What follows belongs to an exercise in optimizing a design on an open flow for small area, a short achievable clock period and few clock cycles; a production flow would make more cautious choices.
Where RTL was checked, it was by simulation tests only, not by an equivalence proof against the original.
For runs 3 and 4, only the layout was checked, not whether the RTL still works.
Power and IR drop assume default switching activity.

## flow/design.v

```verilog
`timescale 1ns / 1ps
package bum_pkg;
  localparam int unsigned HistoryDepth = 64;
  localparam int unsigned MvW          = 16;
  localparam int unsigned TimeW        = 32;
  localparam int unsigned CfgAddrW     = 3;
  localparam int unsigned InDataW      = 48;
  localparam int unsigned OutDataW     = 24;
  localparam int unsigned Lanes        = 16;
  localparam int unsigned Blocks       = HistoryDepth / Lanes;
  localparam logic [MvW-1:0] CriticalReset = 16'd7000;
  localparam logic [MvW-1:0] WarningReset  = 16'd11500;
  localparam logic [MvW-1:0] DeadbandReset = 16'd50;
  localparam logic [MvW-1:0] WindowReset   = 16'd2000;
  localparam logic           AutoReset     = 1'b1;
  localparam logic FuncSample = 1'b0;
  localparam logic FuncCheck  = 1'b1;
  typedef enum logic [1:0] {
    LVL_UNKNOWN  = 2'd0,
    LVL_CRITICAL = 2'd1,
    LVL_WARNING  = 2'd2,
    LVL_NORMAL   = 2'd3
  } level_e;
  typedef enum logic [CfgAddrW-1:0] {
    CFG_CRITICAL     = 3'd0,
    CFG_WARNING      = 3'd1,
    CFG_DEADBAND     = 3'd2,
    CFG_WINDOW       = 3'd3,
    CFG_AUTO_DISABLE = 3'd4
  } cfg_addr_e;
endpackage
`timescale 1ns / 1ps
module bum_history #(
  localparam int unsigned Depth  = bum_pkg::HistoryDepth,
  localparam int unsigned Lanes  = bum_pkg::Lanes,
  localparam int unsigned Blocks = bum_pkg::Blocks,
  localparam int unsigned SumRows = 4,
  localparam int unsigned SumW   = MvW + 4,
  localparam int unsigned IdxW   = $clog2(Depth),
  localparam int unsigned LaneW  = $clog2(Lanes),
  localparam int unsigned MvW    = bum_pkg::MvW,
  localparam int unsigned TimeW  = bum_pkg::TimeW
) (
  input  logic                     clk_i,
  input  logic                     wr_en_i,
  input  logic [IdxW-1:0]          wr_slot_i,
  input  logic [TimeW-1:0]         wr_now_i,
  input  logic [MvW-1:0]           wr_mv_i,
  input  logic [Blocks*Lanes-1:0]  cmp_sel_i,
  input  logic [TimeW-1:0]         cmp_now_i,    
  input  logic [15:0]              cmp_him1_i,   
  input  logic [15:0]              cmp_blo_i,    
  input  logic                     cmp_wrap_i,   
  output logic [Lanes-1:0]         cmp_mask_o,
  input  logic [Blocks*Lanes-1:0]  sum_sel_i,
  input  logic [Lanes-1:0]         sum_mask_i,   
  output logic [SumRows*SumW-1:0] sum_o,    
  output logic [LaneW:0]           cnt_o
);
  function automatic logic ge16(input logic [15:0] a, input logic [15:0] b);
    logic [15:0] g, e;
    logic [7:0]  g1, e1;
    logic [3:0]  g2, e2;
    logic [1:0]  g3, e3;
    g = a & ~b;
    e = ~(a ^ b);
    for (int k = 0; k < 8; k++) begin
      g1[k] = g[2*k+1] | (e[2*k+1] & g[2*k]);
      e1[k] = e[2*k+1] & e[2*k];
    end
    for (int k = 0; k < 4; k++) begin
      g2[k] = g1[2*k+1] | (e1[2*k+1] & g1[2*k]);
      e2[k] = e1[2*k+1] & e1[2*k];
    end
    for (int k = 0; k < 2; k++) begin
      g3[k] = g2[2*k+1] | (e2[2*k+1] & g2[2*k]);
      e3[k] = e2[2*k+1] & e2[2*k];
    end
    ge16 = g3[1] | (e3[1] & (g3[0] | e3[0]));
  endfunction
  logic [TimeW-1:0] ts [Depth];
  logic [MvW-1:0]   mv [Depth];
  for (genvar i = 0; i < Depth; i++) begin : g_ent
    logic [TimeW-1:0] ts_q;
    logic [MvW-1:0]   mv_q;
    always_ff @(posedge clk_i) begin
      if (wr_en_i && (wr_slot_i == IdxW'(i))) begin
        ts_q <= wr_now_i;
        mv_q <= wr_mv_i;
      end
    end
    assign ts[i] = ts_q;
    assign mv[i] = mv_q;
  end
  logic [MvW-1:0] lane_mv [Lanes];
  for (genvar l = 0; l < Lanes; l++) begin : g_lane
    logic [TimeW-1:0] st;
    logic [MvW-1:0]   sv;
    logic             le, ge, hit, vld;
    always_comb begin
      st  = '0;
      sv  = '0;
      vld = 1'b0;
      for (int b = 0; b < Blocks; b++) begin
        st  = st | ({TimeW{cmp_sel_i[b*Lanes + l]}} & ts[b*Lanes + l]);
        sv  = sv | ({MvW{sum_sel_i[b*Lanes + l]}} & mv[b*Lanes + l]);
        vld = vld | cmp_sel_i[b*Lanes + l];
      end
    end
    assign le  = ge16(cmp_now_i[15:0], st[15:0]);
    assign ge  = ge16(st[15:0], cmp_blo_i);
    assign hit = ((st[31:16] == cmp_now_i[31:16]) && le) || ((st[31:16] == cmp_him1_i) && !le);
    assign cmp_mask_o[l] = vld && hit && (cmp_wrap_i ? (ge || le) : (ge && le));
    assign lane_mv[l]  = sv;
  end
  function automatic logic [2*SumW-1:0] csa(input logic [SumW-1:0] a, input logic [SumW-1:0] b,
                                            input logic [SumW-1:0] c);
    logic [SumW-1:0] s, cy;
    s   = a ^ b ^ c;
    cy  = ((a & b) | (a & c) | (b & c)) << 1;
    csa = {cy, s};
  endfunction
  logic [SumW-1:0] r0 [16];
  logic [SumW-1:0] r1 [11];
  logic [SumW-1:0] r2 [8];
  logic [SumW-1:0] r3 [6];
  logic [SumW-1:0] r4 [4];
  always_comb begin
    for (int l = 0; l < 16; l++) r0[l] = SumW'(lane_mv[l]);
    for (int k = 0; k < 5; k++) {r1[2*k+1], r1[2*k]} = csa(r0[3*k], r0[3*k+1], r0[3*k+2]);
    r1[10] = r0[15];
    for (int k = 0; k < 3; k++) {r2[2*k+1], r2[2*k]} = csa(r1[3*k], r1[3*k+1], r1[3*k+2]);
    r2[6] = r1[9];
    r2[7] = r1[10];
    for (int k = 0; k < 2; k++) {r3[2*k+1], r3[2*k]} = csa(r2[3*k], r2[3*k+1], r2[3*k+2]);
    r3[4] = r2[6];
    r3[5] = r2[7];
    for (int k = 0; k < 2; k++) {r4[2*k+1], r4[2*k]} = csa(r3[3*k], r3[3*k+1], r3[3*k+2]);
    for (int k = 0; k < SumRows; k++) sum_o[k*SumW +: SumW] = r4[k];
  end
  always_comb begin
    logic [1:0] c2 [8];
    logic [2:0] c4 [4];
    logic [3:0] c8 [2];
    for (int k = 0; k < 8; k++) c2[k] = 2'(sum_mask_i[2*k]) + 2'(sum_mask_i[2*k+1]);
    for (int k = 0; k < 4; k++) c4[k] = 3'(c2[2*k]) + 3'(c2[2*k+1]);
    for (int k = 0; k < 2; k++) c8[k] = 4'(c4[2*k]) + 4'(c4[2*k+1]);
    cnt_o = 5'(c8[0]) + 5'(c8[1]);
  end
endmodule
`timescale 1ns / 1ps
module battery_undervoltage_monitor #(
  parameter int unsigned HistoryDepth = bum_pkg::HistoryDepth
) (
  input  logic                           clk_i,
  input  logic                           rst_ni,
  input  logic                           s_axis_tvalid_i,
  output logic                           s_axis_tready_o,
  input  logic [bum_pkg::InDataW-1:0]    s_axis_tdata_i,
  input  logic                           s_axis_tuser_i,
  output logic                           m_axis_tvalid_o,
  input  logic                           m_axis_tready_i,
  output logic [bum_pkg::OutDataW-1:0]   m_axis_tdata_o,
  input  logic                           cfg_valid_i,
  output logic                           cfg_ready_o,
  input  logic [bum_pkg::CfgAddrW-1:0]   cfg_addr_i,
  input  logic [bum_pkg::MvW-1:0]        cfg_data_i
);
  localparam int unsigned MvW    = bum_pkg::MvW;
  localparam int unsigned TimeW  = bum_pkg::TimeW;
  localparam int unsigned Lanes  = bum_pkg::Lanes;
  localparam int unsigned Blocks = bum_pkg::Blocks;
  localparam int unsigned IdxW   = $clog2(bum_pkg::HistoryDepth);
  localparam int unsigned LaneW  = $clog2(Lanes);
  localparam int unsigned BlkW   = $clog2(Blocks);
  localparam int unsigned AccW   = MvW + IdxW;
  localparam int unsigned ResW   = MvW + 5;
  localparam int unsigned SumRows = 4;
  localparam int unsigned SumW   = MvW + LaneW;
  localparam int unsigned DW     = AccW + 2;
  localparam int unsigned NSlot  = 9;    
  localparam int unsigned SlotW  = $clog2(NSlot);
  localparam int unsigned CntW   = $clog2(NSlot + 1);
  logic [MvW-1:0] critical_q, warning_q, deadband_q, window_q;
  logic           auto_q;
  always_ff @(posedge clk_i or negedge rst_ni) begin
    if (!rst_ni) begin
      critical_q <= bum_pkg::CriticalReset;
      warning_q  <= bum_pkg::WarningReset;
      deadband_q <= bum_pkg::DeadbandReset;
      window_q   <= bum_pkg::WindowReset;
      auto_q     <= bum_pkg::AutoReset;
    end else if (cfg_valid_i) begin
      case (cfg_addr_i)
        bum_pkg::CFG_CRITICAL:     critical_q <= cfg_data_i;
        bum_pkg::CFG_WARNING:      warning_q  <= cfg_data_i;
        bum_pkg::CFG_DEADBAND:     deadband_q <= cfg_data_i;
        bum_pkg::CFG_WINDOW:       window_q   <= cfg_data_i;
        bum_pkg::CFG_AUTO_DISABLE: auto_q     <= cfg_data_i[0];
        default: ;
      endcase
    end
  end
  logic [MvW-1:0]   s_mv;
  logic [TimeW-1:0] s_now;
  logic             tready_q, accept;
  logic [1:0]       s_cls;
  assign s_mv   = s_axis_tdata_i[MvW-1:0];
  assign s_now  = s_axis_tdata_i[bum_pkg::InDataW-1:MvW];
  assign accept = s_axis_tvalid_i && tready_q;
  always_comb begin
    if (s_mv == '0) begin
      s_cls = bum_pkg::LVL_UNKNOWN;
    end else if (s_mv <= critical_q) begin
      s_cls = bum_pkg::LVL_CRITICAL;
    end else if (s_mv <= warning_q) begin
      s_cls = bum_pkg::LVL_WARNING;
    end else begin
      s_cls = bum_pkg::LVL_NORMAL;
    end
  end
  logic             iv_q, iu_q;
  logic [TimeW-1:0] inow_q;
  logic [MvW-1:0]   imv_q;
  logic [1:0]       icls_q;
  logic             hold, proc, is_samp, is_chk, nxt_chk;
  always_ff @(posedge clk_i or negedge rst_ni) begin
    if (!rst_ni) begin
      iv_q <= 1'b0;
    end else begin
      iv_q <= accept || (iv_q && hold);
    end
  end
  always_ff @(posedge clk_i) begin
    if (accept) begin
      iu_q   <= s_axis_tuser_i;
      inow_q <= s_now;
    end
  end
  always_ff @(posedge clk_i) begin
    imv_q  <= s_mv;
    icls_q <= s_cls;
  end
  logic [MvW-1:0]   held_q;
  logic [MvW:0]     hlo_q, hhi_q;
  logic [1:0]       lvl_q;
  logic             take, store, changed, alert, gate;
  logic [IdxW-1:0]  wp_q;
  logic             full_q;
  logic             pend_q;
  logic [IdxW-1:0]  pend_slot_q;
  logic [TimeW-1:0] pend_now_q;
  logic [MvW-1:0]   pend_mv_q;
  logic             cmp_v_q;
  logic [1:0]       cmp_g_q;
  assign hold    = iv_q && iu_q && cmp_v_q && (cmp_g_q != 2'(Blocks - 1));
  assign proc    = iv_q && !hold;
  assign is_samp = proc && !iu_q;
  assign is_chk  = proc && iu_q;
  assign take    = (!hlo_q[MvW] && (imv_q < hlo_q[MvW-1:0])) ||
                   (!hhi_q[MvW] && (imv_q > hhi_q[MvW-1:0]));
  assign store   = is_samp && take;
  assign changed = icls_q != lvl_q;
  assign alert   = changed && ((icls_q == bum_pkg::LVL_CRITICAL) ||
                               (icls_q == bum_pkg::LVL_WARNING));
  assign gate    = (lvl_q == bum_pkg::LVL_CRITICAL) && auto_q;
  always_ff @(posedge clk_i or negedge rst_ni) begin
    if (!rst_ni) begin
      held_q <= '0;
      lvl_q  <= bum_pkg::LVL_UNKNOWN;
      wp_q   <= '0;
      full_q <= 1'b0;
      pend_q <= 1'b0;
    end else begin
      if (store) begin
        held_q <= imv_q;
        lvl_q  <= icls_q;
        wp_q   <= wp_q + IdxW'(1);
        if (wp_q == '1) full_q <= 1'b1;
      end
      pend_q <= store;
    end
  end
  logic [MvW:0] samp_lo, samp_hi;
  assign samp_lo = {1'b0, imv_q} - {1'b0, deadband_q};
  assign samp_hi = {1'b0, imv_q} + {1'b0, deadband_q};
  always_ff @(posedge clk_i or negedge rst_ni) begin
    if (!rst_ni) begin
      hlo_q <= {1'b0, 16'd0} - {1'b0, bum_pkg::DeadbandReset};
      hhi_q <= {1'b0, 16'd0} + {1'b0, bum_pkg::DeadbandReset};
    end else if (!is_samp) begin
      hlo_q <= {1'b0, held_q} - {1'b0, deadband_q};
      hhi_q <= {1'b0, held_q} + {1'b0, deadband_q};
    end else if (take) begin
      hlo_q <= samp_lo;
      hhi_q <= samp_hi;
    end
  end
  always_ff @(posedge clk_i) begin
    pend_slot_q <= wp_q;
    pend_now_q  <= inow_q;
    pend_mv_q   <= imv_q;
  end
  logic [BlkW-1:0]          cmp_blk_q, cmp_blk_d;
  logic [IdxW-1:0]          snap_wp_q, snap_wp_d;
  logic                     snap_full_q, snap_full_d;
  logic                     cmp_gate_q;
  logic [SlotW-1:0]         cmp_slot_q;
  logic [TimeW-1:0]         ctx_now_q, cmpv_now_q, new_now;
  logic [15:0]              ctx_him1_q, ctx_blo_q, cmpv_him1_q, cmpv_blo_q, new_him1, new_blo;
  logic                     ctx_wrap_q, cmpv_wrap_q, new_wrap;
  logic                     cmp_v_d;
  logic [1:0]               cmp_g_d;
  logic [Blocks*Lanes-1:0]  cmp_sel_q, cmp_sel_d;
  logic [SlotW-1:0]         wf_q;
  logic                     cmp_more;
  logic [Blocks*Lanes-1:0]  start_sel, cont_sel;
  assign cmp_more    = cmp_v_q && (cmp_g_q != 2'(Blocks - 1));
  assign cmp_v_d     = is_chk || cmp_more;
  assign cmp_g_d     = is_chk ? 2'd0 : cmp_g_q + 2'd1;
  assign cmp_blk_d   = is_chk ? wp_q[IdxW-1:LaneW] : cmp_blk_q + BlkW'(1);
  assign snap_wp_d   = is_chk ? wp_q : snap_wp_q;
  assign snap_full_d = is_chk ? full_q : snap_full_q;
  assign nxt_chk     = accept ? s_axis_tuser_i : hold;
  always_comb begin
    for (int b = 0; b < Blocks; b++) begin
      for (int l = 0; l < Lanes; l++) begin
        start_sel[b*Lanes + l] = (wp_q[IdxW-1:LaneW] == BlkW'(b)) &&
                                 (full_q || (IdxW'(b*Lanes + l) < wp_q));
        cont_sel[b*Lanes + l]  = cmp_more && ((cmp_blk_q + BlkW'(1)) == BlkW'(b)) &&
                                 (snap_full_q || (IdxW'(b*Lanes + l) < snap_wp_q));
      end
    end
    cmp_sel_d = ({(Blocks*Lanes){is_chk}} & start_sel) | cont_sel;
  end
  always_ff @(posedge clk_i or negedge rst_ni) begin
    if (!rst_ni) begin
      cmp_v_q <= 1'b0;
    end else begin
      cmp_v_q <= cmp_v_d;
    end
  end
  always_ff @(posedge clk_i) begin
    cmp_sel_q   <= cmp_sel_d;
    cmp_g_q     <= cmp_g_d;
    cmp_blk_q   <= cmp_blk_d;
    snap_wp_q   <= snap_wp_d;
    snap_full_q <= snap_full_d;
    if (is_chk) begin
      cmp_gate_q <= gate;
      cmp_slot_q <= wf_q;
      ctx_now_q  <= new_now;
      ctx_him1_q <= new_him1;
      ctx_blo_q  <= new_blo;
      ctx_wrap_q <= new_wrap;
    end
    cmpv_now_q  <= is_chk ? new_now  : (cmp_more ? ctx_now_q  : '0);
    cmpv_him1_q <= is_chk ? new_him1 : (cmp_more ? ctx_him1_q : '0);
    cmpv_blo_q  <= is_chk ? new_blo  : (cmp_more ? ctx_blo_q  : '0);
    cmpv_wrap_q <= is_chk ? new_wrap : (cmp_more && ctx_wrap_q);
  end
  assign new_now  = inow_q;
  assign new_him1 = inow_q[31:16] - 16'd1;
  assign new_blo  = inow_q[15:0] - window_q;
  assign new_wrap = inow_q[15:0] < window_q;
  logic [Lanes-1:0]         cmp_mask;
  logic [SumRows*SumW-1:0] grp_sum;
  logic [LaneW:0]           blk_cnt;
  logic                     m_v_q, m_first_q, m_last_q, m_gate_q;
  logic [SlotW-1:0]         m_slot_q;
  logic [Blocks*Lanes-1:0]  m_sel_q;
  logic [Lanes-1:0]         m_mask_q;
  logic                     g_v_q, g_first_q, g_last_q, g_gate_q;
  logic [SlotW-1:0]         g_slot_q;
  logic [SumRows*SumW-1:0] g_sum_q;
  logic [LaneW:0]           g_cnt_q;
  logic                     a_v_q, a_nz_q;
  logic [SlotW-1:0]         a_slot_q;
  logic [DW-1:0]            acc_s0_q, acc_s1_q, acc_c0_q, acc_c1_q;
  logic [DW-1:0]            acc_s0_d, acc_s1_d, acc_c0_d, acc_c1_d, diff;
  logic                     dis;
  bum_history u_history (
    .clk_i      (clk_i),
    .wr_en_i    (pend_q),
    .wr_slot_i  (pend_slot_q),
    .wr_now_i   (pend_now_q),
    .wr_mv_i    (pend_mv_q),
    .cmp_sel_i  (cmp_sel_q),
    .cmp_now_i  (cmpv_now_q),
    .cmp_him1_i (cmpv_him1_q),
    .cmp_blo_i  (cmpv_blo_q),
    .cmp_wrap_i (cmpv_wrap_q),
    .cmp_mask_o (cmp_mask),
    .sum_sel_i  (m_sel_q),
    .sum_mask_i (m_mask_q),
    .sum_o      (grp_sum),
    .cnt_o      (blk_cnt)
  );
  always_ff @(posedge clk_i or negedge rst_ni) begin
    if (!rst_ni) begin
      m_v_q   <= 1'b0;
      g_v_q   <= 1'b0;
      a_v_q   <= 1'b0;
    end else begin
      m_v_q <= cmp_v_q;
      g_v_q <= m_v_q;
      a_v_q <= g_v_q && g_last_q && g_gate_q;
    end
  end
  function automatic logic [2*DW-1:0] csa(input logic [DW-1:0] a, input logic [DW-1:0] b,
                                          input logic [DW-1:0] c);
    logic [DW-1:0] s, cy;
    s   = a ^ b ^ c;
    cy  = ((a & b) | (a & c) | (b & c)) << 1;
    csa = {cy, s};
  endfunction
  always_comb begin
    logic [DW-1:0] p0, p1, q0, q1, t0, t1, t2, t3, u0, u1, u2, u3, u4, u5, u6;
    logic [DW-1:0] pp [5];
    p0 = g_first_q ? '0 : acc_s0_q;
    p1 = g_first_q ? '0 : acc_s1_q;
    {t1, t0} = csa(p0, p1, DW'(g_sum_q[0*SumW +: SumW]));
    {t3, t2} = csa(DW'(g_sum_q[1*SumW +: SumW]), DW'(g_sum_q[2*SumW +: SumW]),
                   DW'(g_sum_q[3*SumW +: SumW]));
    {u1, u0} = csa(t0, t1, t2);
    {acc_s1_d, acc_s0_d} = csa(u0, u1, t3);
    q0 = g_first_q ? '0 : acc_c0_q;
    q1 = g_first_q ? '0 : acc_c1_q;
    for (int j = 0; j <= LaneW; j++) pp[j] = g_cnt_q[j] ? (DW'(critical_q) << j) : '0;
    {u3, u2} = csa(q0, q1, pp[0]);
    {u5, u4} = csa(pp[1], pp[2], pp[3]);
    {t1, t0} = csa(u2, u3, u4);
    {t3, t2} = csa(u5, pp[4], t0);
    {acc_c1_d, acc_c0_d} = csa(t1, t2, t3);
  end
  always_ff @(posedge clk_i) begin
    for (int b = 0; b < Blocks; b++) begin
      m_sel_q[b*Lanes +: Lanes] <= cmp_sel_q[b*Lanes +: Lanes] & cmp_mask;
    end
    m_mask_q  <= cmp_mask;
    m_first_q <= cmp_g_q == 2'd0;
    m_last_q  <= cmp_g_q == 2'(Blocks - 1);
    m_gate_q  <= cmp_gate_q;
    m_slot_q  <= cmp_slot_q;
    g_first_q <= m_first_q;
    g_last_q  <= m_last_q;
    g_gate_q  <= m_gate_q;
    g_slot_q  <= m_slot_q;
    g_sum_q   <= grp_sum;
    g_cnt_q   <= blk_cnt;
    a_slot_q  <= g_slot_q;
    acc_s0_q  <= acc_s0_d;
    acc_s1_q  <= acc_s1_d;
    acc_c0_q  <= acc_c0_d;
    acc_c1_q  <= acc_c1_d;
    a_nz_q    <= (!g_first_q && a_nz_q) || (g_sum_q != '0);
  end
  assign diff = acc_c0_q + acc_c1_q - acc_s0_q - acc_s1_q;
  assign dis  = a_nz_q && !diff[DW-1];
  logic [ResW-1:0]  slot_q [NSlot];
  logic [NSlot-1:0] slot_rdy_q;
  logic [SlotW-1:0] rf_q;
  logic [NSlot-1:0] rf_oh_q;        
  logic [CntW-1:0]  cnt_q, cnt_d;
  logic [ResW-1:0]  res, head;
  logic             head_rdy, head_fin, move, ov_q;
  logic [ResW-1:0]  o_q;
  logic             w_v_q, w_chk_q, w_gate_q, w_chg_q, w_alert_q;
  logic [SlotW-1:0] w_slot_q;
  always_ff @(posedge clk_i or negedge rst_ni) begin
    if (!rst_ni) begin
      w_v_q <= 1'b0;
    end else begin
      w_v_q <= proc;
    end
  end
  always_ff @(posedge clk_i) begin
    w_chk_q   <= iu_q;
    w_gate_q  <= gate;
    w_chg_q   <= store && changed;
    w_alert_q <= store && alert;
    w_slot_q  <= wf_q;
  end
  assign res = {held_q, 1'b0, w_alert_q, w_chg_q, lvl_q};
  assign head_fin = a_v_q && (a_slot_q == rf_q);
  assign head_rdy = |(slot_rdy_q & rf_oh_q) || head_fin;
  assign move     = head_rdy && (!ov_q || m_axis_tready_i);
  always_comb begin
    head = '0;
    for (int k = 0; k < NSlot; k++) begin
      head = head | ({ResW{rf_oh_q[k]}} & slot_q[k]);
    end
    head[4] = head_fin ? dis : head[4];
  end
  for (genvar k = 0; k < NSlot; k++) begin : g_slot
    always_ff @(posedge clk_i) begin
      if (w_v_q && (w_slot_q == SlotW'(k))) begin
        slot_q[k] <= res;
      end else if (a_v_q && (a_slot_q == SlotW'(k))) begin
        slot_q[k][4] <= dis;
      end
    end
    always_ff @(posedge clk_i or negedge rst_ni) begin
      if (!rst_ni) begin
        slot_rdy_q[k] <= 1'b0;
      end else if (move && rf_oh_q[k]) begin
        slot_rdy_q[k] <= 1'b0;
      end else if (w_v_q && (w_slot_q == SlotW'(k))) begin
        slot_rdy_q[k] <= !w_chk_q || !w_gate_q;
      end else if (a_v_q && (a_slot_q == SlotW'(k))) begin
        slot_rdy_q[k] <= 1'b1;
      end
    end
  end
  assign cnt_d = cnt_q + CntW'(accept) - CntW'(move);
  logic room, cmp_more_d;
  always_comb begin
    if (accept) begin
      room = move ? (cnt_q <= CntW'(NSlot - 1)) : (cnt_q <= CntW'(NSlot - 2));
    end else begin
      room = move || (cnt_q <= CntW'(NSlot - 1));
    end
  end
  assign cmp_more_d = is_chk || (cmp_more && (cmp_g_q != 2'(Blocks - 2)));
  always_ff @(posedge clk_i or negedge rst_ni) begin
    if (!rst_ni) begin
      wf_q     <= '0;
      rf_q     <= '0;
      rf_oh_q  <= NSlot'(1);
      cnt_q    <= '0;
      ov_q     <= 1'b0;
      tready_q <= 1'b1;
    end else begin
      if (proc) wf_q <= (wf_q == SlotW'(NSlot - 1)) ? '0 : wf_q + SlotW'(1);
      if (move) begin
        rf_q    <= (rf_q == SlotW'(NSlot - 1)) ? '0 : rf_q + SlotW'(1);
        rf_oh_q <= {rf_oh_q[NSlot-2:0], rf_oh_q[NSlot-1]};
      end
      cnt_q    <= cnt_d;
      ov_q     <= move || (ov_q && !m_axis_tready_i);
      tready_q <= room && !(nxt_chk && cmp_more_d);
    end
  end
  always_ff @(posedge clk_i) begin
    if (move) o_q <= head;
  end
  assign s_axis_tready_o = tready_q;
  assign cfg_ready_o     = 1'b1;
  assign m_axis_tvalid_o = ov_q;
  assign m_axis_tdata_o  = {3'b000, o_q};
endmodule
```

## flow/flow/run.sh

```bash
#!/bin/bash
set -euo pipefail
MARGIN=${SETUP_MARGIN_NS:-6.5}
bash standard.sh SETUP_SLACK_MARGIN=$MARGIN finish > standard_flow.log 2>&1
```

## flow/standard.sh

```bash
#!/bin/bash
# synth_recipe.tcl (not shown) runs the flow's synth.tcl, then flattens the netlist and writes it again
# the make line also repeats each setting of config.mk as NAME=value (left out here)
make -C /OpenROAD-flow-scripts/flow DESIGN_CONFIG=/design/flow/config.mk WORK_HOME=/design/flow/orfs CLKGATE_MAP_FILE= SYNTH_SCRIPT=/design/flow/synth_recipe.tcl "${@:-finish}"
```

## flow/config.mk

```make
export PLATFORM = sky130hd
export DESIGN_NAME = battery_undervoltage_monitor
export DESIGN_NICKNAME = battery_undervoltage_monitor
export VERILOG_FILES = /design/flow/design.v
export SDC_FILE = /design/flow/constraint.sdc
export NUM_CORES = 4
export LEC_CHECK = 0
export CAP_MARGIN = 20
export CORE_MARGIN = 2
export CORE_UTILIZATION = 60
export CTS_CLUSTER_DIAMETER = 100
export CTS_CLUSTER_SIZE = 30
export SLEW_MARGIN = 20
```

## flow/constraint.sdc

```tcl
create_clock -name core_clock -period 10.0 [get_ports {clk_i}]
set_input_delay 2.0000 -clock core_clock [delete_from_list [all_inputs] [get_ports {clk_i}]]
set_output_delay 2.0000 -clock core_clock [all_outputs]
set_load 0.01 [all_outputs]
```

==> impl_results.md, run 1 <==
- Startpoint Class: register
- Sequential area share after synthesis: between 60% and 70%
- Clock Path Buffers: 4
- Critical-path top delay cell: dfstp_2
- Final setup fails: 0
- Fmax: about 0.28 GHz
- Setup Skew: 0.0314 ns
- Worst vdd ir: 0.333 mV
- Min-Delay Path Class: reg -> reg
- Final Hold Vio Count: 0
- H-tree depth: 4
- Register share of total power: between 40 and 50%
- Clk slew on worst S/H paths: between 0.1 and 0.15 ns
- FFs w/ async S/R, synth: under 10%
- Total grt overflow: 0
- DR vias: 106k
- Setup crit start: tready_q
- Leak: between 60 and 70 nW
- First-pass GRT wire length: 752000 um
- Port Buffer Count: 95
- Synth Register Bits: 4032
- Worst path bufs/invs: 1
- Vias per cell: 6.71
- Gate power share: a little over a third
- Antenna violations before repair: 36
- Hold_buf cts: 0
- Unique masters post-synth: 88
- Syn. warnings: 15
- Clk root buf: clkbuf_16
- Clock power frac: 18.7%
- Worst Tran Pin Value: 1.23 ns
- # IOs: 100
- Top delay family on crit path: flip-flops
- Placed Cells: 15.5k
- Max FO, Critical Path: 2
- HPWL after DPL: roughly 340000 um
- Final hold slack: 0.332 ns
- Reg2reg setup slack: 6.43 ns
- Drt drc: 0
- Worst-skew pair later-pin latency: 0.93 ns
- Row cnt: 196
- Die W: 539 um
- Initial Util: 60.3%
- Worst EP arrival: between 1.5 and 2 ns
- Outcome: no timing/DRC/antenna violations
- Net Sw Power: 0.0168 W
- Pint: 0.0283 W
- Placed Area: 0.179 mm^2
- Routed WL: between 500000 and 600000 um
- Final ANT Viol Nets: 0
- Fin crit period: 3.59 ns
- RSZ-0062 raised after global routing: yes
- Slew headroom: 18.3%
- Critical R2R Launch: cmpv_now_q[24]
- CP Cell Sequence: buf_6
- Die area: 0.291 mm^2
- Setup_tns: 0 ns
- Critical path's largest stage delay: between 0.5 and 0.6 ns
- Post-Syn Area per Cell: 14.5 um^2
- CTS Buf Count: 162
- Post-Layout Cell Count: ~16k
- EDFF count, synth: 3383
- CP endpoint: s_axis_tready_o
- Syn Inst Count: 11.9k
- Setup slack at placement: approximately 5.6 ns
- Fin. max-slew vios: 0
- Drt first pass iters: 7
- Final Cycle Share: 35.9%
- Setup crit end kind: output port
- Finished Cell Area: 0.185 mm^2
- NumNets Final: 13.1k
- Power density over the cells: 245 mW/mm^2
- R2r worst-path depth: 9
- Setup slack after layout: 6.41 ns
- GPL Wtd Cong: ~0.97
- Wire per inst: 34.0 um
- Syn Std Cell Area: 0.172 mm^2
- Worst Setup Path Type: reg -> out
- Worst path depth: 1
- Starting DRT DRC Count: between 15k and 20k
- GRT Overall Usage: 36.5%
- Switching Fraction: 37.3%
- Worst reg2reg endpoint: m_sel_q[42]
- Vias in the first global route: 103k
- CORE AREA: 0.285 mm^2
- CTS tree: yes
- Chip Height: 539 um
- Clock sink count: 4032
- Worst Hold Depth: 0
- Data required, critical path: 8.00 ns
- Syn-to-layout area delta: 7.40%
- Share of layout cells above drive strength 1: just over 8%
- Largest net degree at the start of global routing: 95
- Post-synth top flop: edfxtp_1
- Max-cap viol count: 0
## how the worst min path moves through the flow
stage | from | to
after CTS | g_slot_q[2] | a_slot_q[2]
after global placement | m_slot_q[1] | g_slot_q[1]
after detailed placement | m_slot_q[1] | g_slot_q[1]
after global routing | g_slot_q[2] | a_slot_q[2]
final | m_first_q | g_first_q
after floorplan | g_slot_q[0] | a_slot_q[0]
## metrics by stage
| stage | util (%) | total power, W |
|---|---|---|
| 3_3_place_gp | 62.6 | 0.0358 |
| 5_1_grt | 64.8 | 0.0469 |
| 4_1_cts | 64.5 | 0.0446 |
| 6_report | 64.8 | 0.0452 |
| 2_1_floorplan | - | 0.0299 |
| 3_5_place_dp | 62.6 | 0.0362 |
## cells by family (layout without fill, tap and decap cells)
logic type | Yosys count | after routing | share of synthesized area, %
AO/OA/AOI/OAI | 2693 | 2693 | 11.3
other | 2 | 19 | 0.00437
flip-flops | 4032 | 4032 | 67.1
multiplexers | 66 | 66 | 0.423
adder cells (fa/ha/maj) | 1104 | 1104 | 9.71
AND/OR/NAND/NOR | 2155 | 2155 | 6.05
XOR/XNOR | 448 | 448 | 2.28
buffers and inverters | 1399 | 1554 | 3.12
## area by class of cell
class / count / area (um^2)
Timing Repair Buffer: 430 / 3760
Timing Repair inverter: 1 / 5.00
Clock inverter: 28 / 328
Inverter: 828 / 3140
Clock buffer: 267 / 4570
Multi-Input combinational cell: 6470 / 52500
Antenna cell: 15 / 37.5
Sequential cell: 4032 / 116000
Tap cell: 3762 / 4710
Fill cell: 20607 / 100000
## what timing repair did
| action | in CTS | in global routing |
|---|---|---|
| cloned | 0 | 2 |
| setup endpoints to repair | 229 | 199 |
| buffers inserted | 14 | 16 |
| resized for setup | 254 | 134 |
| pin swaps | 6 | 17 |
## power by group through the flow
| stage | clock (W) | combinational (W) | sequential, W |
|---|---|---|---|
| after global routing | 0.00904 | 0.0175 | 0.0204 |
| after floorplan | 0 | 0.00956 | 0.0204 |
| final | 0.00846 | 0.0164 | 0.0203 |
| after global placement | 0 | 0.0151 | 0.0206 |
| after CTS | 0.00852 | 0.0157 | 0.0203 |
| after detailed placement | 0 | 0.0155 | 0.0207 |
## state kept, by name, summed over array words and instances (netlist names), 32 cells and up
signal,cells
pend_now_q,32
ctx_now_q,32
u_history.g_ent.ts_q,2048
u_history.g_ent.mv_q,1024
slot_q,189
m_sel_q,64
cmpv_now_q,32
cmp_sel_q,64
inow_q,32
g_sum_q,70
## cells in the final DEF, fill, tap and decap left out, drive strengths merged, types with 23 or more instances in the layout
cell | netlist | layout
dfxtp | 487 | 487
and2 | 125 | 125
a211oi | 40 | 40
nor4 | 131 | 131
a222oi | 23 | 23
and3 | 67 | 67
a21oi | 325 | 325
o22ai | 35 | 35
nand2b | 63 | 63
edfxtp | 3383 | 3383
a221oi | 174 | 174
dfrtp | 118 | 118
nand4 | 113 | 113
ha | 719 | 719
dfstp | 44 | 44
mux2 | 53 | 53
o211ai | 32 | 32
inv | 826 | 835
xor2 | 100 | 100
a21o | 82 | 82
clkbuf | 429 | 270
o21a | 30 | 30
nor2b | 96 | 96
nor2 | 297 | 297
buf | 142 | 356
nand3 | 140 | 140
o21ai | 264 | 264
xnor2 | 348 | 348
clkdlybuf4s50 | 0 | 71
nor3 | 130 | 130
a22oi | 1267 | 1267
fa | 385 | 385
a22o | 273 | 273
nand2 | 878 | 878
## Yosys cell counts (all sizes together) (40+ instances only)
cell type / number / area, um^2
nor2: 297 / 1110
o21ai: 264 / 1320
a22o: 273 / 2390
nand3: 140 / 701
a211oi: 40 / 300
a21o: 82 / 616
ha: 719 / 9000
edfxtp: 3383 / 102000
a21oi: 325 / 1630
nand2: 878 / 3300
buf: 142 / 649
nor3: 130 / 651
xor2: 100 / 876
a22oi: 1267 / 9510
nand2b: 63 / 394
and3: 67 / 419
nand4: 113 / 707
inv: 826 / 3100
dfxtp: 487 / 9750
dfrtp: 118 / 2950
nor2b: 96 / 601
and2: 125 / 782
clkbuf: 429 / 1610
fa: 385 / 7710
mux2: 53 / 597
xnor2: 348 / 3050
dfstp: 44 / 1160
a221oi: 174 / 1520
nor4: 131 / 820
## per-layer routing
layer  routed length, um  share of wire [%]  track usage (%)
met2              250000                 46             57.7
met3               54500                 10             5.83
met4               30900                5.7             17.7
met5                  12             0.0022                0
met1              204000                 38             49.7
Testbench counts, summed over its fixed seeds: cycles 10,414.
==> run 2, diff against run 1 <==
--- a/flow/config.mk
+++ b/flow/config.mk
@@ -8,6 +8,6 @@
 export CAP_MARGIN = 20
 export CORE_MARGIN = 2
 export CORE_UTILIZATION = 60
-export CTS_CLUSTER_DIAMETER = 100
-export CTS_CLUSTER_SIZE = 30
+export CTS_CLUSTER_DIAMETER = 80
+export CTS_CLUSTER_SIZE = 24
 export SLEW_MARGIN = 20
==> impl_results.md, run 2 <==
- Clk slew on worst S/H paths: 0.09 ns
- Register share of total power: 43.6%
- Top reg by flops: u_history.g_ent.ts_q
- Top post-synthesis cells by count: 3383 x edfxtp_1, 1267 x a22oi_1, 878 x nand2_1, 813 x inv_1, 719 x ha_1
- Worst vdd ir: 0.333 mV
- Worst reg2reg endpoint: g_cnt_q[4]
- Worst Tran Pin Value: 1.26 ns
- Worst path bufs/invs: 1
- CTS tree: yes
- Worst EP arrival: 1.59 ns
- Port Buffer Count: 95
- Vias in the first global route: 103k
- Leading cell type in the layout, fill and taps excluded: edfxtp_1
- Gate power share: 35.5%
- Top Registers: u_history.g_ent.ts_q (2048), u_history.g_ent.mv_q (1024), slot_q (189)
- Reg2reg setup slack: 6.50 ns
- Net Sw Power: between 0.015 and 0.02 W
- Setup crit start: tready_q
- Post-layout util: 65.3%
- Final Hold Vio Count: 0
- Critical path's largest stage delay: 0.56 ns
- Power density over the cells: 250 mW/mm^2
- Filler cells: 20.4k
- Syn Std Cell Area: 0.172 mm^2
- FFs w/ async S/R, synth: 4.02%
- Largest register FFs: about 2.0k
- Pint: 0.0293 W
- Drt drc: 0
- HPWL after DPL: about 340000 um
- H-tree depth: 4
- Worst Setup Path Type: reg -> out
- Max-cap viol count: 0
- Top delay family on crit path: flip-flops
- Fin crit period: about 3.6 ns
- Hold Startpoint: m_first_q
- Clock power frac: 20.9%
- First-pass GRT wire length: around 760000 um
- Critical-path top delay cell: dfstp_2
- Total grt overflow: 0
- Sequential area share after synthesis: 67.1%
- Hold_buf cts: 0
- Initial Util: 60.3%
- Vias per cell: 6.71
- Post-synth top flop: edfxtp_1
- Synth top area cells: edfxtp_1 59%, dfxtp_1 5.7%, a22oi_1 5.5%
- CTS Buf Count: between 200 and 250
- Switching Fraction: 37.0%
- Slew headroom: approximately 16%
- # IOs: 100
- Share of layout cells above drive strength 1: 8.89%
- Startpoint Class: register
- Largest net degree at the start of global routing: 95
- Post-synth top area cell: edfxtp_1
- Chip Height: approximately 540 um
- WHS Endpoint: g_first_q
- Setup Skew: 0.0309 ns
- Antenna violations before repair: 42
- Setup crit end kind: output port
- CORE AREA: between 0.2 and 0.3 mm^2
- Die W: about 540 um
- Die area: 0.291 mm^2
- Syn. warnings: 15
- Final ANT Viol Nets: 0
- Leak: 66.4 nW
- Fin. max-slew vios: 0
- Syn Inst Count: 11.9k
- Clock Path Buffers: 4
- DR vias: 107k
- Drt first pass iters: 8
- Row cnt: roughly 200
- Data required, critical path: 8.00 ns
- Worst Hold Depth: 0
- Worst-skew pair later-pin latency: 0.95 ns
- Clk root buf: clkbuf_16
- Setup_tns: 0 ns
- Wire per inst: 34.0 um
- NumNets Final: between 10k and 15k
- Routed WL: 541000 um
- Syn-to-layout area delta: 8.33%
- Max FO, Critical Path: 2
- Outcome: no timing/DRC/antenna violations
- GRT Overall Usage: 36.6%
- RSZ-0062 raised after global routing: yes
- Synth Register Bits: 4032
- Final Cycle Share: about 36%
- CP Cell Sequence: buf_6
- Post-Syn Area per Cell: 14.5 um^2
- Critical R2R Launch: m_mask_q[13]
- Final setup fails: 0
- Fmax: 0.279 GHz
- Top cell type's share of synthesized area: 59.1%
- Most frequent cells in the layout: 3383 x edfxtp_1, 1266 x a22oi_1, 876 x nand2_1
- GPL Wtd Cong: 0.973
- Most common cell in the netlist: edfxtp_1
- EDFF count, synth: ~3.4k
- R2r worst-path depth: 11
- Starting DRT DRC Count: about 15k
- Unique masters post-synth: 88
- Min-Delay Path Class: reg -> reg
- Clock sink count: 4032
run 2: per-layer routing:
layer / track usage, % / wire, um / vias to the layer above
met5: 0 / 51 / -
li1: - / - / 45036
met1: 49.6 / 205000 / 54525
met3: 6.21 / 53500 / 1204
met4: 18.7 / 33200 / 8
met2: 57.6 / 250000 / 6029
run 2: logic make-up after synthesis:
kind of cell,count (synthesis),share of synthesized area [%]
DFF,4032,67.1
buffers and inverters,1399,3.12
AOI/OAI and AO/OA,2693,11.3
muxes,66,0.423
adders and majority gates,1104,9.71
other,2,0.00437
xor gates and xnor gates,448,2.28
and+or+nand+nor,2155,6.05
run 2: through the flow:
step / std cells / total power (W) / setup slack, ns / instance area (um^2) / hold WS, ns
after floorplan: 11901 / 0.0299 / 6.34 / 172000 / 0.310
after global placement: 15490 / 0.0358 / 5.57 / 178000 / 0.311
after detailed placement: 15491 / 0.0362 / 5.60 / 179000 / 0.312
after CTS: 15879 / 0.0458 / 6.35 / 186000 / 0.330
after global routing: 15905 / 0.0483 / 6.37 / 186000 / 0.335
final: 15921 / 0.0465 / 6.41 / 186000 / 0.332
run 2: final cells by class:
type | instances | area (um^2) | area share, %
timing repair buffer | 434 | 3780 | 2.03
inverter | 828 | 3140 | 1.68
antenna | 17 | 42.5 | 0.0228
tap | 3762 | 4710 | 2.53
clock inverter | 48 | 515 | 0.277
timing repair inverter | 1 | 5.00 | 0.00269
clock buffer | 329 | 5920 | 3.18
sequential | 4032 | 116000 | 62.1
multi-input combinational | 6470 | 52500 | 28.2
run 2: power by group through the flow:
stage	combinational [W]	sequential, W	clock, W
after CTS	0.0157	0.0203	0.00977
final	0.0165	0.0203	0.00970
after global routing	0.0176	0.0204	0.0103
after global placement	0.0151	0.0206	0
after floorplan	0.00956	0.0204	0
after detailed placement	0.0155	0.0207	0
run 2: repair_timing:
action | CTS | global route
gates cloned | 0 | 2
resized for setup | 248 | 149
pin swaps | 6 | 37
setup buffers | 11 | 23
endpoints found under the setup margin | 203 | 196
run 2: how the worst max path moves through the flow:
stage | to | slack, ns | cells past startpoint
6_report | s_axis_tready_o | 6.41 | 1
5_1_grt | s_axis_tready_o | 6.37 | 1
4_1_cts | s_axis_tready_o | 6.35 | 1
3_5_place_dp | cnt_q[1] | 5.60 | 7
3_3_place_gp | cnt_q[1] | 5.57 | 10
2_1_floorplan | u_history.g_ent[3].mv_q[0] | 6.34 | 4
==> run 3, diff against run 2 <==
--- a/flow/design.v
+++ b/flow/design.v
@@ -529,7 +529,7 @@
       rf_oh_q  <= NSlot'(1);
       cnt_q    <= '0;
       ov_q     <= 1'b0;
-      tready_q <= 1'b1;
+      tready_q <= 1'b0;
     end else begin
       if (proc) wf_q <= (wf_q == SlotW'(NSlot - 1)) ? '0 : wf_q + SlotW'(1);
       if (move) begin
--- a/flow/config.mk
+++ b/flow/config.mk
@@ -7,7 +7,7 @@
 export LEC_CHECK = 0
 export CAP_MARGIN = 20
 export CORE_MARGIN = 2
-export CORE_UTILIZATION = 60
+export CORE_UTILIZATION = 70
 export CTS_CLUSTER_DIAMETER = 80
 export CTS_CLUSTER_SIZE = 24
 export SLEW_MARGIN = 20
==> impl_results.md, run 3 <==
- Outcome: no timing/DRC/antenna violations
- Routed WL: approximately 510000 um
- Setup_tns: 0 ns
- CP Cell Sequence: buf_2
- Top reg by flops: u_history.g_ent.ts_q
- Power density over the cells: 247 mW/mm^2
- Hold_buf cts: 0
- Syn-to-layout area delta: 7.16%
- Clk root buf: clkbuf_16
- Total grt overflow: 0
- Final Hold Vio Count: 0
- Wire per inst: approximately 34 um
- Die W: 499 um
- Top cell type's share of synthesized area: 59.2%
- Finished Cell Area: 0.184 mm^2
- Initial Util: 70.5%
- # IOs: 100
- Gate power share: 34.9%
- CTS tree: yes
- Largest register FFs: just over 2k
- Placed Area: 0.177 mm^2
- Critical-path top delay cell: edfxtp_1
- Most frequent cells in the layout: 3383 x edfxtp_1, 1288 x a22oi_1, 878 x nand2_1
- Clock power frac: about a fifth
- Clk slew on worst S/H paths: 0.10 ns
- Sequential area share after synthesis: 67.3%
- EDFF count, synth: ~3.4k
- GPL Wtd Cong: 0.972
- Worst-skew pair later-pin latency: 0.92 ns
- Post-synth top area cell: edfxtp_1
- RSZ-0062 raised after global routing: yes
- Synth Register Bits: between 4k and 5k
- Net Sw Power: 0.0166 W
- Final ANT Viol Nets: 0
- Clock sink count: 4032
- Worst vdd ir: 0.335 mV
- Largest net degree at the start of global routing: between 100 and 150
- Drt first pass iters: 13
- Clock Path Buffers: 3
- Setup crit end kind: output port
- CORE AREA: between 0.2 and 0.25 mm^2
- Register share of total power: 45.1%
- Switching Fraction: 36.5%
- Setup slack at placement: 5.45 ns
- Port Buffer Count: between 90 and 100
- Chip Height: 499 um
- Leak: 65.3 nW
- Fmax: 0.274 GHz
- Vias per cell: approximately 7.1
- NumNets Final: 13.0k
- Pint: ~0.029 W
- CTS Buf Count: 195
- Critical path's largest stage delay: 0.53 ns
- FFs w/ async S/R, synth: 4.02%
- Final Cycle Share: 36.5%
- Top Registers: u_history.g_ent.ts_q (2048), u_history.g_ent.mv_q (1024), slot_q (189)
- Post-synth top flop: edfxtp_1
- Startpoint Class: register
- Fin crit period: 3.65 ns
- Min-Delay Path Class: reg -> reg
- Max-cap viol count: 0
- Post-Syn Area per Cell: approximately 15 um^2
- Final setup fails: 0
- Syn. warnings: 15
- Max FO, Critical Path: 1
- Syn Inst Count: 11.8k
- GRT Overall Usage: 40.9%
- Worst EP arrival: approximately 1.7 ns
- Starting DRT DRC Count: approximately 17k
- Vias in the first global route: 105k
- Die area: 0.249 mm^2
- Share of layout cells above drive strength 1: 8.23%
- Fin. max-slew vios: 0
- Most common cell in the netlist: edfxtp_1
- Setup Skew: between 0.02 and 0.03 ns
- H-tree depth: 4
- Top post-synthesis cells by count: 3383 x edfxtp_1, 1288 x a22oi_1, 880 x nand2_1, 803 x inv_1, 719 x ha_1
- Setup slack after layout: roughly 6.4 ns
- Worst Setup Path Type: reg -> out
- Leading cell type in the layout, fill and taps excluded: edfxtp_1
- Drt drc: 0
- Worst Tran Pin Value: 1.20 ns
- First-pass GRT wire length: 726000 um
- Top delay family on crit path: flip-flops
- Data required, critical path: 8.00 ns
- Unique masters post-synth: 86
- Row cnt: about 180
- Syn Std Cell Area: approximately 0.17 mm^2
- DR vias: 107k
- HPWL after DPL: approximately 300000 um
- Synth top area cells: edfxtp_1 59%, dfxtp_1 5.7%, a22oi_1 5.6%
- Antenna violations before repair: 35
- Slew headroom: 20.2%
- Worst path bufs/invs: 1
[run 3: final cells by class]
cell class,instances,area [um^2]
timing repair inverter,1,5.00
antenna,9,22.5
inverter,815,3090
clock buffer,314,5510
fill,14574,59500
multi-input combinational,6385,52100
sequential,4032,116000
timing repair buffer,371,3120
tap,3202,4010
clock inverter,36,437
[run 3: cells by family (layout without fill, tap and decap cells)]
| family | Yosys count | in the layout | share of synthesized area, % |
|---|---|---|---|
| compound gates | 2619 | 2619 | 11.0 |
| xor+xnor | 486 | 486 | 2.48 |
| fa+ha+maj | 1104 | 1104 | 9.73 |
| buf+inv | 1399 | 1537 | 3.11 |
| flops | 4032 | 4032 | 67.3 |
| mux | 81 | 81 | 0.523 |
| other cells | 2 | 13 | 0.00437 |
| simple gates | 2091 | 2091 | 5.86 |
[run 3: worst register-to-register path, stage by stage, from the launching register on]
cell     delay [ns]
dfxtp_4        0.47
inv_2          0.06
fa_2           0.63
fa_2           0.48
fa_1           0.53
fa_1           0.44
inv_2          0.09
ha_4           0.14
inv_2          0.04
fa_2           0.52
inv_2          0.03
[run 3: what timing repair did]
item                       in CTS  in global routing
buffers inserted                8                  5
gates cloned                    1                  1
setup endpoints to repair     230                152
pin swaps                      10                 14
hold endpoints to repair        0                  0
gates resized for setup       205                118
[run 3: path summary, 6_finish.rpt]
kind | from | to | slack, ns | cells past startpoint
worst max-delay path | o_q[1] | m_axis_tdata_o[1] | 6.35 | 1
worst min register to register | m_slot_q[0] | g_slot_q[0] | 0.33 | 0
worst max register to register | m_mask_q[5] | g_cnt_q[1] | 6.47 | 10
min in group asynchronous | rst_ni | hhi_q[7] | 1.20 | 1
max in group asynchronous | rst_ni | critical_q[5] | 7.24 | 2
worst min-delay path | m_slot_q[0] | g_slot_q[0] | 0.33 | 0
[run 3: routing by layer]
layer | up-vias | GRT usage, % | part of all wire [%]
li1 | 44388 | - | -
met1 | 53376 | 53.4 | 35
met2 | 7902 | 63.1 | 45
met3 | 1541 | 10.0 | 13
met4 | 12 | 24.2 | 7.2
met5 | - | 0 | 0.016
[run 3: metrics by stage]
step | cells | utilization [%] | hold slack [ns] | power [W]
after floorplan | 11816 | - | 0.310 | 0.0299
after global placement | 14791 | 72.7 | 0.312 | 0.0351
after detailed placement | 14791 | 72.7 | 0.312 | 0.0357
after CTS | 15150 | 75.3 | 0.334 | 0.0447
after global routing | 15158 | 75.6 | 0.334 | 0.0471
final | 15165 | 75.6 | 0.327 | 0.0455
[run 3: power by group through the flow]
stage	Sequential, W	Combinational, W	Clock [W]
after floorplan	0.0203	0.00958	0
after global placement	0.0208	0.0143	0
after detailed placement	0.0208	0.0149	0
after CTS	0.0204	0.0152	0.00910
after global routing	0.0205	0.0169	0.00965
final	0.0205	0.0159	0.00910
==> run 4, diff against run 3 <==
==> flow/flow/run.sh (replaced) <==
#!/bin/bash
set -euo pipefail
MARGIN=${SETUP_MARGIN_NS:-6.8}
bash standard.sh SETUP_SLACK_MARGIN=$MARGIN finish > standard_flow.log 2>&1
--- a/flow/config.mk
+++ b/flow/config.mk
@@ -7,7 +7,7 @@
 export LEC_CHECK = 0
 export CAP_MARGIN = 20
 export CORE_MARGIN = 2
-export CORE_UTILIZATION = 70
+export CORE_UTILIZATION = 60
 export CTS_CLUSTER_DIAMETER = 80
 export CTS_CLUSTER_SIZE = 24
 export SLEW_MARGIN = 20
==> impl_results.md, run 4 <==
- Outcome: no timing/DRC/antenna violations
- # IOs: 100
- Worst Setup Path Type: reg -> out
- Top Registers: u_history.g_ent.ts_q (2048), u_history.g_ent.mv_q (1024), slot_q (189)
- Final Hold Vio Count: 0
- CTS tree: yes
- Filler cells: 19.9k
- Vias per cell: 6.70
- Starting DRT DRC Count: roughly 15k
- Leading cell type in the layout, fill and taps excluded: edfxtp_1
- Max-cap viol count: 0
- Critical R2R Launch: acc_s0_q[3]
- Wire per inst: 34.5 um
- Row cnt: between 150 and 200
- Port Buffer Count: 95
- Drt first pass iters: 8
- Setup_tns: 0 ns
- Most common cell in the netlist: edfxtp_1
- Hold_buf cts: 0
- Worst vdd ir: 0.284 mV
- CP Cell Sequence: buf_6
- Syn Inst Count: between 10k and 15k
- Chip Height: between 500 and 600 um
- Worst EP arrival: between 1.5 and 2 ns
- EDFF count, synth: 3383
- Top post-synthesis cells by count: 3383 x edfxtp_1, 1288 x a22oi_1, 880 x nand2_1, 803 x inv_1, 719 x ha_1
- Clock sink count: 4032
- HPWL after DPL: 329000 um
- Placed Area: between 0.15 and 0.2 mm^2
- Max FO, Critical Path: 1
- Setup crit start: o_q[1]
- Total grt overflow: 0
- Synth top area cells: edfxtp_1 59%, dfxtp_1 5.7%, a22oi_1 5.6%
- Startpoint Class: register
- Post-Syn Area per Cell: about 15 um^2
- Share of layout cells above drive strength 1: 12.5%
- Routed WL: roughly 550000 um
- Critical-path top delay cell: edfxtp_1
- GRT Overall Usage: 37.1%
- Setup Skew: 0.0465 ns
- CTS Buf Count: around 200
- Most frequent cells in the layout: 3383 x edfxtp_1, 1262 x a22oi_1, 848 x nand2_1
- Final setup fails: 0
- CORE AREA: between 0.2 and 0.3 mm^2
- Top delay family on crit path: flip-flops
- GPL Wtd Cong: 0.941
- Register area: 0.116 mm^2
- Syn-to-layout area delta: 10.3%
- Largest net degree at the start of global routing: 91
- Fin. max-slew vios: 0
- Clk root buf: clkbuf_16
- Syn. warnings: 15
- Unique masters post-synth: 86
- Data required, critical path: 8.00 ns
- Top cell type's share of synthesized area: 59.2%
- Worst-skew pair later-pin latency: 0.95 ns
- Clk slew on worst S/H paths: 0.09 ns
- FFs w/ async S/R, synth: 4.02%
- H-tree depth: 4
- Hold Startpoint: g_slot_q[0]
- Worst path bufs/invs: 1
- Multi-input logic area: about 0.054 mm^2
- Min-Delay Path Class: reg -> reg
- Drt drc: 0
- RSZ-0062 raised after global routing: yes
- Slew headroom: between 10% and 20%
- Die area: slightly below 0.3 mm^2
- DR vias: 107k
- Power density over the cells: 248 mW/mm^2
- Final ANT Viol Nets: 0
- Critical path's largest stage delay: between 0.5 and 0.6 ns
- Synth Register Bits: 4032
- Initial Util: 60.2%
- Sequential area share after synthesis: 67.3%
- Post-synth top flop: edfxtp_1
- NumNets Final: 13.1k
- Antenna violations before repair: 38
- Final Cycle Share: 36.4%
- Top reg by flops: u_history.g_ent.ts_q
- Syn Std Cell Area: 0.172 mm^2
- First-pass GRT wire length: about 760000 um
- Worst Tran Pin Value: 1.25 ns
- Leak: 67.0 nW
- Fmax: ~0.27 GHz
- Clock Path Buffers: 4
- Post-synth top area cell: edfxtp_1
- Die W: 539 um
- Fin crit period: 3.64 ns
- Vias in the first global route: 104k
- Largest register FFs: 2048
- Setup crit end kind: output port
- Finished Cell Area: 0.189 mm^2
## run 4: cell counts after synthesis
Identical to the previous run, type by type.
## run 4: per-stage QoR
| step | setup slack (ns) | instances | hold slack, ns | util, % | power, W |
|---|---|---|---|---|---|
| 2_1_floorplan | 6.34 | 11816 | 0.310 | - | 0.0300 |
| 3_3_place_gp | 5.44 | 15371 | 0.312 | 62.5 | 0.0357 |
| 3_5_place_dp | 5.44 | 15371 | 0.313 | 62.5 | 0.0361 |
| 4_1_cts | 6.30 | 15831 | 0.336 | 65.8 | 0.0461 |
| 5_1_grt | 6.27 | 15885 | 0.343 | 66.4 | 0.0489 |
| 6_report | 6.36 | 15899 | 0.334 | 66.5 | 0.0470 |
## run 4: logic make-up after synthesis
kind of cell	count (synthesis)	share of synthesized area, %
muxes	81	0.523
other	2	0.00437
buffers and inverters	1399	3.11
DFF	4032	67.3
adders and majority gates	1104	9.73
and+or+nand+nor	2091	5.86
xor gates and xnor gates	486	2.48
AOI/OAI and AO/OA	2619	11.0
## run 4: power by group
group          internal [W]  leakage (nW)  switching, W
combinational       0.00614          27.6        0.0111
sequential           0.0194          36.4      0.000915
clock               0.00414          3.02       0.00537
## run 4: cell type report
class | count | share of cell area (%)
Sequential cell | 4032 | 61.2
Multi-Input combinational cell | 6386 | 28.5
Clock buffer | 318 | 3.07
Timing Repair Buffer | 529 | 2.87
Tap cell | 3762 | 2.49
Inverter | 815 | 1.63
Clock inverter | 41 | 0.225
Antenna cell | 15 | 0.0198
Timing Repair inverter | 1 | 0.00264
## run 4: timing repair
action,4_1_cts,5_1_grt
cloned,5,7
setup endpoints to repair,437,268
gates resized for setup,696,334
pin swaps,123,131
setup buffers,96,44
## run 4: path summary, 6_finish.rpt
check / endpoint / slack [ns] / depth (start not counted)
worst max-delay path: m_axis_tdata_o[1] / 6.36 / 1
worst min-delay path: a_slot_q[0] / 0.33 / 0
worst max register to register: o_q[4] / 6.56 / 13
worst min register to register: a_slot_q[0] / 0.33 / 0
max in group asynchronous: tready_q / 7.25 / 3
min in group asynchronous: held_q[9] / 1.09 / 1
## run 4: routing by layer
layer  global-route usage (%)  up-vias  share of wire, %
met3                     6.95     1176                11
met5                        0        -            0.0086
met1                     50.4    54407                37
li1                         -    44737                 -
met4                     18.2        8               5.9
met2                     58.1     6224                46
==> run 5, diff against run 4 <==
--- a/flow/design.v
+++ b/flow/design.v
@@ -529,7 +529,7 @@
       rf_oh_q  <= NSlot'(1);
       cnt_q    <= '0;
       ov_q     <= 1'b0;
-      tready_q <= 1'b0;
+      tready_q <= 1'b1;
     end else begin
       if (proc) wf_q <= (wf_q == SlotW'(NSlot - 1)) ? '0 : wf_q + SlotW'(1);
       if (move) begin
==> flow/flow/run.sh (replaced) <==
#!/bin/bash
set -euo pipefail
MARGIN=${SETUP_MARGIN_NS:-6.5}
bash standard.sh SETUP_SLACK_MARGIN=$MARGIN finish > standard_flow.log 2>&1
--- a/flow/config.mk
+++ b/flow/config.mk
@@ -8,6 +8,4 @@
 export CAP_MARGIN = 20
 export CORE_MARGIN = 2
 export CORE_UTILIZATION = 60
-export CTS_CLUSTER_DIAMETER = 80
-export CTS_CLUSTER_SIZE = 24
 export SLEW_MARGIN = 20
==> impl_results.md, run 5 <==
- Top reg by flops: u_history.g_ent.ts_q
- Synth top area cells: edfxtp_1 59%, dfxtp_1 5.7%, a22oi_1 5.5%
- EDFF count, synth: 3383
- Initial Util: around 60%
- NumNets Final: 13.4k
- Post-synth top area cell: edfxtp_1
- Largest family of logic cells by synthesized area: compound AO/OA/AOI/OAI gates
- H-tree depth: 5
- Vias per cell: 6.64
- Final hold slack: 0.323 ns
- Wire per inst: 33.5 um
- GPL Wtd Cong: 0.973
- FFs w/ async S/R, synth: under 10%
- GRT busiest layer: met2
- Power density over the cells: around 270 mW/mm^2
- Post-layout util: between 60% and 70%
- Worst path bufs/invs: 1
- Fin. max-slew vios: 0
- Max-cap viol count: 0
- Most frequent cells in the layout: 3383 x edfxtp_1, 1266 x a22oi_1, 876 x nand2_1
- Reg2reg setup slack: 6.43 ns
- GRT Overall Usage: 37.1%
- Top cell type's share of synthesized area: approximately three fifths
- Max FO, Critical Path: 2
- Leak: 70.0 nW
- Fin crit period: between 3 and 4 ns
- DR vias: 108k
- GR Layer Usage met3: 6.72%
- CTS tree: yes
- Synth Register Bits: 4032
- Drt drc: 0
- Setup crit end kind: output port
- Startpoint Class: register
- Die area: 0.291 mm^2
- Syn-to-layout area delta: 12.6%
- Final Cycle Share: between 30% and 40%
- Critical path's largest stage delay: roughly 0.55 ns
- Starting DRT DRC Count: 14.8k
- Filler cells: 19.7k
- Clk slew on worst S/H paths: 0.06 ns
- Syn Inst Count: 11.9k
- Final ANT Viol Nets: 0
- Worst Setup Path Type: reg -> out
- Design Power: approximately 0.052 W
- First-pass GRT wire length: between 700000 and 800000 um
- Setup_tns: 0 ns
- Hold_buf cts: 0
- RSZ-0062 raised after global routing: yes
- Syn. warnings: 15
- Post-synth top flop: edfxtp_1
- Final setup fails: 0
- Antenna violations before repair: 36
- Register area: between 0.1 and 0.15 mm^2
- Die W: 539 um
- Leading cell type in the layout, fill and taps excluded: edfxtp_1
- Synth Area in XOR/XNOR: 2.28%
- Slew headroom: 20.3%
- Worst Tran Pin Value: 1.20 ns
- Total grt overflow: 0
- Critical-path top delay cell: dfstp_2
- Final Hold Vio Count: 0
- Clk root buf: clkbuf_16
- Met1 usage: 49.9%
- Drt first pass iters: 7
- Simple-gate share of the synthesized area: 6.05%
- Multi-input logic area: ~0.052 mm^2
- Worst-skew pair later-pin latency: 0.97 ns
- # IOs: 100
- Mux contribution to synthesized area: 0.423%
- Vias in the first global route: 106k
- Synth Area in Adders: 9.71%
- Top Registers: u_history.g_ent.ts_q (2048), u_history.g_ent.mv_q (1024), slot_q (189)
- CTS Buf Count: 407
- Fmax: approximately 0.28 GHz
- Unique masters post-synth: between 80 and 90
- CP Cell Sequence: buf_6
- Row cnt: 196
- Clock Path Buffers: 4
- Syn Std Cell Area: 0.172 mm^2
- HPWL after DPL: 339000 um
- Sequential area share after synthesis: 67.1%
- Compound-Gate Fraction of Synth Area: 11.3%
- Post-Syn Area per Cell: 14.5 um^2
- Largest net degree at the start of global routing: 95
- Routed WL: about 550000 um
- Data required, critical path: 8.00 ns
- CORE AREA: 0.285 mm^2
- Worst vdd ir: 0.337 mV
- Outcome: no timing/DRC/antenna violations
- Worst EP arrival: 1.59 ns
- Share of layout cells above drive strength 1: 11.6%
- Setup Skew: 0.0413 ns
- Clock sink count: approximately 4.0k
- Top delay family on crit path: flip-flops
- Chip Height: 539 um
- Top post-synthesis cells by count: 3383 x edfxtp_1, 1267 x a22oi_1, 878 x nand2_1, 813 x inv_1, 719 x ha_1
- Largest register FFs: 2048
- Most common cell in the netlist: edfxtp_1
- Min-Delay Path Class: reg -> reg
- Grt met2 use: 58.1%
- Port Buffer Count: 95
run 5: path summary, 6_finish.rpt:
kind,from,endpoint,depth (start not counted)
worst max-delay path,tready_q,s_axis_tready_o,1
worst min-delay path,g_slot_q[1],a_slot_q[1],0
worst max register to register,cmpv_now_q[24],m_sel_q[42],9
worst min register to register,g_slot_q[1],a_slot_q[1],0
max in group asynchronous,rst_ni,critical_q[10],2
min in group asynchronous,rst_ni,deadband_q[15],1
run 5: where the power goes:
group	switching [W]	internal, W	total, W
Clock	0.00656	0.00908	0.0156
Combinational	0.0108	0.00564	0.0165
Sequential	0.000895	0.0194	0.0203
run 5: cells by family after synthesis:
kind of cell / after synthesis
other: 2
muxes: 66
AOI/OAI and AO/OA: 2693
buffers and inverters: 1399
and+or+nand+nor: 2155
xor gates and xnor gates: 448
adders and majority gates: 1104
DFF: 4032
run 5: cell type report:
class	count	share of cell area, %
Sequential cell	4032	59.8
Multi-Input combinational cell	6470	27.1
Clock buffer	536	5.85
Tap cell	3762	2.43
Timing Repair Buffer	433	1.96
Inverter	828	1.62
Clock inverter	228	1.25
Antenna cell	11	0.0142
Timing Repair inverter	1	0.00258
run 5: per-stage QoR:
stage | setup WS [ns] | area (um^2) | cells
3_3_place_gp | 5.57 | 178000 | 15490
4_1_cts | 6.34 | 193000 | 16269
5_1_grt | 6.37 | 194000 | 16291
2_1_floorplan | 6.34 | 172000 | 11901
6_report | 6.41 | 194000 | 16301
3_5_place_dp | 5.60 | 179000 | 15491
run 5: what timing repair did:
action,4_1_cts,5_1_grt
gates resized for setup,254,128
pin swaps,6,19
hold endpoints to repair,0,0
cloned,0,2
endpoints found under the setup margin,220,193
buffers inserted,14,18
run 5: metal layers:
| layer | vias to the layer above | wire length (um) |
|---|---|---|
| met2 | 6400 | 251000 |
| met5 | - | 30 |
| met3 | 1243 | 56600 |
| li1 | 45640 | - |
| met4 | 4 | 33200 |
| met1 | 54886 | 205000 |
Testbench counts of run 5, summed over its fixed seeds: cycles 10,414.

==> what the ideal ports hide <==
The flow's constraints put no driver on any port. The routed layouts listed below were extracted and timed again, unchanged, in two steps.
Step 1: set_driving_cell puts a clkbuf_16 on clk_i and a buf_2 on each other input, an assumption about the parent block.
Step 2 also shifts input and output timing later by t, the mid clock arrival at the registers, as if the neighbouring blocks saw the same clock.
Three values: ideal ports, drivers, drivers and shift; two values: the first two.
run	shift t [ns]	setup WS [ns]	pins driven straight from the clock port
run 1	1.016	6.407 / 6.303 / 5.739	1
run 2	1.036	6.413 / 6.308 / 5.733	1
run 3	1.012	6.355 / 6.248 / 5.597	1
run 4	1.035	6.362 / 6.258 / 5.906	1
run 5	1.048	6.410 / 6.304 / 5.723	1
After both steps setup and hold are still met in every run listed. The setup slack of run 3, which loses most, moves by -0.107 ns with the drivers and by -0.758 ns with both steps.
